What follows belongs to an exercise in optimizing a design on an open flow for small area; a production flow would make more cautious choices.
The RTL was checked by simulation tests, not by an equivalence proof against the original design.
Power and IR drop assume default switching activity.

Design uart_rx, start of the top module:
module uart_rx (
    input  logic       clk,
    input  logic       srst,
    input  logic       rx,
    input  logic       rd_en,
    output logic [7:0] dout,
    output logic       valid,
    output logic       empty,
    output logic [8:0] data_count,
    output logic       framing_err,
    output logic       overrun_err
);
    serial_receiver #(
        .CLK_IN (16_000_000),
        .BAUD   (1_000_000),
        .DEPTH  (512)
    ) u_rx (
        .clk         (clk),
        .srst        (srst),
        .RX          (rx),
        .rd_en       (rd_en),
        .dout        (dout),
        .valid       (valid),
        .empty       (empty),
        .data_count  (data_count),
        .framing_err (framing_err),
        .overrun_err (overrun_err)
    );
endmodule
For scale: about 5,100 cells after synthesis, about 91,000 µm² of cells after synthesis.
Settings: LEC_CHECK=0, CAP_MARGIN=20, CORE_MARGIN=2, CORE_UTILIZATION=70, CTS_BUF_LIST=sky130_fd_sc_hd__clkbuf_8, CTS_CLUSTER_DIAMETER=50, CTS_CLUSTER_SIZE=20, SLEW_MARGIN=20; clock period 11.0 ns.
run.sh (not shown) runs the stock make flow with config.mk's settings and CLKGATE_MAP_FILE= SYNTH_SCRIPT=/design/flow/synth_recipe.tcl, a recipe that flattens the netlist after the stock synthesis.
Edit:
CTS_CLUSTER_DIAMETER = 45   (was 50)
CTS_CLUSTER_SIZE = 18   (was 20)
Hold slack gets worse by 0.016 ns.
Clock skew hardly moves.
Combinational power stays flat.
Wire length grows by 0.49%.
Design area grows by 0.56%.
Fmax shrinks by 1.2%.

---

Another version of the RTL of uart_rx (not shown whole).
Size: about 4,200 flip-flops.
export LEC_CHECK = 0
export CAP_MARGIN = 20
export CORE_MARGIN = 2
export CORE_UTILIZATION = 50
export CTS_BUF_LIST = sky130_fd_sc_hd__clkbuf_16
export CTS_CLUSTER_DIAMETER = 80
export CTS_CLUSTER_SIZE = 28
export SLEW_MARGIN = 20
create_clock -name core_clock -period 11.0 [get_ports {clk}]
Next try:
--- a/flow/config.mk
+++ b/flow/config.mk
@@ -9,6 +9,6 @@
 export CORE_MARGIN = 2
 export CORE_UTILIZATION = 50
-export CTS_BUF_LIST = sky130_fd_sc_hd__clkbuf_16
-export CTS_CLUSTER_DIAMETER = 80
-export CTS_CLUSTER_SIZE = 28
+export CTS_BUF_LIST = sky130_fd_sc_hd__clkbuf_8
+export CTS_CLUSTER_DIAMETER = 50
+export CTS_CLUSTER_SIZE = 20
 export SLEW_MARGIN = 20
Effect: Sequential cell count is unchanged; clock power fell by about 2%; design area is about the same; total power drops by about 0.6%; maximum frequency drops by 3.2%; clock-buffer cell count grows by 115; die area stays the same; setup slack degrades by 0.19 ns.

---

Setup of 03-18:
The RTL this note starts from:
==> flow/design.v <==
package serial_receiver_pkg;
    localparam int DATA_BITS = 8;
    localparam int CNT_W     = 9;
    typedef enum logic [4:0] {
        RX_IDLE        = 5'b00001,
        RX_START_CHECK = 5'b00010,
        RX_DATA        = 5'b00100,
        RX_STOP        = 5'b01000,
        RX_BREAK_WAIT  = 5'b10000
    } rx_state_e;
endpackage
module serial_receiver_fifo #(
    parameter int WIDTH = 8,
    parameter int DEPTH = 512
) (
    input  logic             clk,
    input  logic             srst,
    input  logic             wr_en,
    input  logic [WIDTH-1:0] din,
    input  logic             rd_en,
    output logic [WIDTH-1:0] dout,
    output logic             valid,
    output logic             empty,
    output logic             full,
    output logic [8:0]       data_count
);
    localparam int PW   = $clog2(DEPTH);       
    localparam int CW   = $clog2(DEPTH + 1);   
    localparam int NINS = 4;
    localparam int SEG  = DEPTH / NINS;        
    localparam int SW   = $clog2(SEG);         
    localparam int TSP  = 8;                   
    localparam int TW   = $clog2(TSP);         
    localparam int NTAP = DEPTH / TSP;         
    localparam int OBD  = 8;                   
    localparam int OW   = $clog2(OBD);         
    logic [WIDTH-1:0] ring_q [DEPTH];
    logic [CW-1:0]    count_q;
    logic [PW-1:0]    fp_q;      
    logic [PW-1:0]    cp_q;      
    logic             pend_q;
    logic [WIDTH-1:0] pbyte_q;
    logic [WIDTH-1:0] ob_q [OBD];
    logic [OW-1:0]    ob_rd_q, ob_wr_q;
    logic [OW:0]      ob_cnt_q;
    logic             do_wr, do_rd, ins, ring_any, pend_only, ob_room;
    logic             fetch, pmove, direct, push;
    logic [PW-1:0]    ins_pos;
    logic [WIDTH-1:0] tap_out, ob_in;
    assign valid      = count_q != '0;
    assign empty      = !valid;
    assign full       = count_q[CW-1];
    assign data_count = count_q[8:0];
    assign do_wr      = wr_en && !full;
    assign do_rd      = rd_en && valid;
    assign ring_any   = cp_q != fp_q;
    assign pend_only  = pend_q && (cp_q == fp_q + PW'(1));
    assign ob_room    = !ob_cnt_q[OW] || do_rd;
    assign fetch      = ring_any && !pend_only && (fp_q[TW-1:0] == '0) && ob_room;
    assign pmove      = pend_only && ob_room;
    assign direct     = do_wr && !ring_any && ob_room;
    assign push       = fetch || pmove || direct;
    assign ins_pos    = cp_q - PW'(2);
    assign ins        = pend_q && (ins_pos[SW-1:0] == '0);
    always_ff @(posedge clk) begin
        for (int i = 0; i < DEPTH; i++) begin
            if ((i % SEG) == 0 && ins && ins_pos[PW-1:SW] == (PW-SW)'(i / SEG))
                ring_q[i] <= pbyte_q;
            else
                ring_q[i] <= ring_q[(i + 1) % DEPTH];
        end
    end
    always_ff @(posedge clk) begin
        if (do_wr) pbyte_q <= din;
    end
    always_comb begin
        tap_out = '0;
        for (int j = 0; j < NTAP; j++)
            tap_out = tap_out | (ring_q[j*TSP] & {WIDTH{fp_q[PW-1:TW] == (PW-TW)'(j)}});
    end
    always_comb begin
        if (fetch)      ob_in = tap_out;
        else if (pmove) ob_in = pbyte_q;
        else            ob_in = din;
    end
    always_ff @(posedge clk) begin
        for (int i = 0; i < OBD; i++)
            if (push && ob_wr_q == OW'(i)) ob_q[i] <= ob_in;
    end
    always_ff @(posedge clk) begin
        if (srst) begin
            count_q  <= '0;
            fp_q     <= '0;
            cp_q     <= '0;
            pend_q   <= 1'b0;
            ob_rd_q  <= '0;
            ob_wr_q  <= '0;
            ob_cnt_q <= '0;
        end else begin
            count_q  <= count_q + CW'(do_wr) - CW'(do_rd);
            fp_q     <= fp_q - PW'(1) + PW'(push);
            cp_q     <= cp_q - PW'(1) + PW'(do_wr);
            if (do_wr && !direct)
                pend_q <= 1'b1;
            else if (ins || pmove)
                pend_q <= 1'b0;
            ob_rd_q  <= ob_rd_q + OW'(do_rd);
            ob_wr_q  <= ob_wr_q + OW'(push);
            ob_cnt_q <= ob_cnt_q + (OW+1)'(push) - (OW+1)'(do_rd);
        end
    end
    assign dout = ob_q[ob_rd_q];
endmodule
module serial_receiver #(
    parameter int CLK_IN = 0,
    parameter int BAUD   = 0,
    parameter int DEPTH  = 512
) (
    input  logic                 clk,
    input  logic                 srst,
    input  logic                 RX,
    input  logic                 rd_en,
    output logic [serial_receiver_pkg::DATA_BITS-1:0] dout,
    output logic                 valid,
    output logic                 empty,
    output logic [serial_receiver_pkg::CNT_W-1:0] data_count,
    output logic                 framing_err,
    output logic                 overrun_err
);
    serial_receiver_pkg::rx_state_e            state_q, state_d;
    logic                 rx_meta_q, rx_s_q;
    logic [3:0]           cnt_q, cnt_d;
    logic [2:0]           bit_pos_q, bit_pos_d;
    logic [serial_receiver_pkg::DATA_BITS-1:0] shift_q;
    logic                 wr_q, wr_d;
    logic                 ferr_q, ferr_d;
    logic                 oerr_q, oerr_d;
    logic                 fifo_full;
    logic                 tick, sample;
    assign tick   = cnt_q == 4'd15;
    assign sample = tick && state_q == serial_receiver_pkg::RX_DATA;
    always_ff @(posedge clk) begin
        if (sample) shift_q <= {rx_s_q, shift_q[7:1]};
    end
    always_ff @(posedge clk) begin
        if (srst) begin
            rx_meta_q <= 1'b1;
            rx_s_q    <= 1'b1;
            state_q   <= serial_receiver_pkg::RX_IDLE;
            cnt_q     <= '0;
            bit_pos_q <= '0;
            wr_q      <= 1'b0;
            ferr_q    <= 1'b0;
            oerr_q    <= 1'b0;
        end else begin
            rx_meta_q <= RX;
            rx_s_q    <= rx_meta_q;
            state_q   <= state_d;
            cnt_q     <= cnt_d;
            bit_pos_q <= bit_pos_d;
            wr_q      <= wr_d;
            ferr_q    <= ferr_d;
            oerr_q    <= oerr_d;
        end
    end
    always_comb begin
        state_d   = state_q;
        cnt_d     = (state_q == serial_receiver_pkg::RX_IDLE) ? 4'd7 : cnt_q + 4'd1;
        bit_pos_d = sample ? bit_pos_q + 3'd1 : bit_pos_q;
        wr_d      = 1'b0;
        ferr_d    = 1'b0;
        oerr_d    = 1'b0;
        case (state_q)
            serial_receiver_pkg::RX_IDLE:
                state_d = rx_s_q ? serial_receiver_pkg::RX_IDLE : serial_receiver_pkg::RX_START_CHECK;
            serial_receiver_pkg::RX_START_CHECK:
                if (tick) state_d = rx_s_q ? serial_receiver_pkg::RX_IDLE : serial_receiver_pkg::RX_DATA;
            serial_receiver_pkg::RX_DATA:
                if (tick && bit_pos_q == 3'd7) state_d = serial_receiver_pkg::RX_STOP;
            serial_receiver_pkg::RX_STOP: begin
                if (tick) begin
                    wr_d    = rx_s_q && !fifo_full;
                    oerr_d  = rx_s_q && fifo_full;
                    ferr_d  = !rx_s_q;
                    state_d = rx_s_q ? serial_receiver_pkg::RX_IDLE : serial_receiver_pkg::RX_BREAK_WAIT;
                end
            end
            serial_receiver_pkg::RX_BREAK_WAIT: state_d = rx_s_q ? serial_receiver_pkg::RX_IDLE : serial_receiver_pkg::RX_BREAK_WAIT;
            default:       state_d = serial_receiver_pkg::RX_IDLE;
        endcase
    end
    assign framing_err = ferr_q;
    assign overrun_err = oerr_q;
    serial_receiver_fifo #(
        .WIDTH (serial_receiver_pkg::DATA_BITS),
        .DEPTH (DEPTH)
    ) u_fifo (
        .clk        (clk),
        .srst       (srst),
        .wr_en      (wr_q),
        .din        (shift_q),
        .rd_en      (rd_en),
        .dout       (dout),
        .valid      (valid),
        .empty      (empty),
        .full       (fifo_full),
        .data_count (data_count)
    );
endmodule
module uart_rx (
    input  logic       clk,
    input  logic       srst,
    input  logic       rx,
    input  logic       rd_en,
    output logic [7:0] dout,
    output logic       valid,
    output logic       empty,
    output logic [8:0] data_count,
    output logic       framing_err,
    output logic       overrun_err
);
    serial_receiver #(
        .CLK_IN (16_000_000),
        .BAUD   (1_000_000),
        .DEPTH  (512)
    ) u_rx (
        .clk         (clk),
        .srst        (srst),
        .RX          (rx),
        .rd_en       (rd_en),
        .dout        (dout),
        .valid       (valid),
        .empty       (empty),
        .data_count  (data_count),
        .framing_err (framing_err),
        .overrun_err (overrun_err)
    );
endmodule
clock: 11.0 ns
lec_check: 0
cap_margin: 20
core_margin: 2
core_utilization: 50
slew_margin: 20
03-18 has completed all stages; timing, DRC and antenna checks passed.
The inputs of 05-22 differ from those of 03-18 as listed below.
-- flow/config.mk --
<<< 03-18, line 10
export CORE_UTILIZATION = 50
export SLEW_MARGIN = 20
>>> 05-22, line 10
export CORE_UTILIZATION = 50
export CTS_BUF_LIST = sky130_fd_sc_hd__clkbuf_8
export CTS_CLUSTER_DIAMETER = 60
export CTS_CLUSTER_SIZE = 16
export SLEW_MARGIN = 20
- 05-22 vs. 03-18: detailed-route vias per instance has increased; clock-cell share of area went down 7.1 points; utilization after layout now smaller; total CTS buffers decreased about 16%.
- Per the comparison of 05-22 with 03-18, total length of routed met3 wires climbed 3.4%, fmax dropped 1.9%, shortest period the worst path allows climbed 0.11 ns.

## static timing again, ports no longer ideal
In the flow no input, the clock included, has a driving cell. The finished layouts below were timed again as built, in two steps.
Step 1, drivers: a clkbuf_16 drives clk and a buf_2 each remaining input, both assumed.
Step 2 times the ports against the registers' clock, not the clock port: input delays grow and output delays shrink by t, the midpoint of the rising clock arrivals with the driver on.
Slacks: ideal / step 1 / step 2; pairs: ideal / step 1.
| run | t, ns | setup slack, ns | slew at the worst register clock pin (ns) | pins driven straight from the clock port |
|---|---|---|---|---|
| the first run of note 1 | 1.048 | 5.592 / 5.515 / 5.678 | 0.12 / 0.12 | 1 |
| the second run of note 1 | 1.069 | 5.527 / 5.452 / 5.690 | 0.11 / 0.11 | 1 |
| the first run of note 2 | 0.903 | 5.437 / 5.356 / 5.354 | 0.11 / 0.11 | 1 |
| the second run of note 2 | 1.075 | 5.251 / 5.175 / 5.360 | 0.12 / 0.12 | 1 |
| 03-18 | 0.986 | 5.350 / 5.272 / 5.352 | 0.07 / 0.07 | 1 |
| 05-22 | 1.102 | 5.240 / 5.165 / 5.420 | 0.10 / 0.10 | 1 |
After both steps every run listed still meets setup and hold. The setup slack of the first run of note 2, which loses most, moves by -0.081 ns with the drivers and by -0.083 ns with both steps.
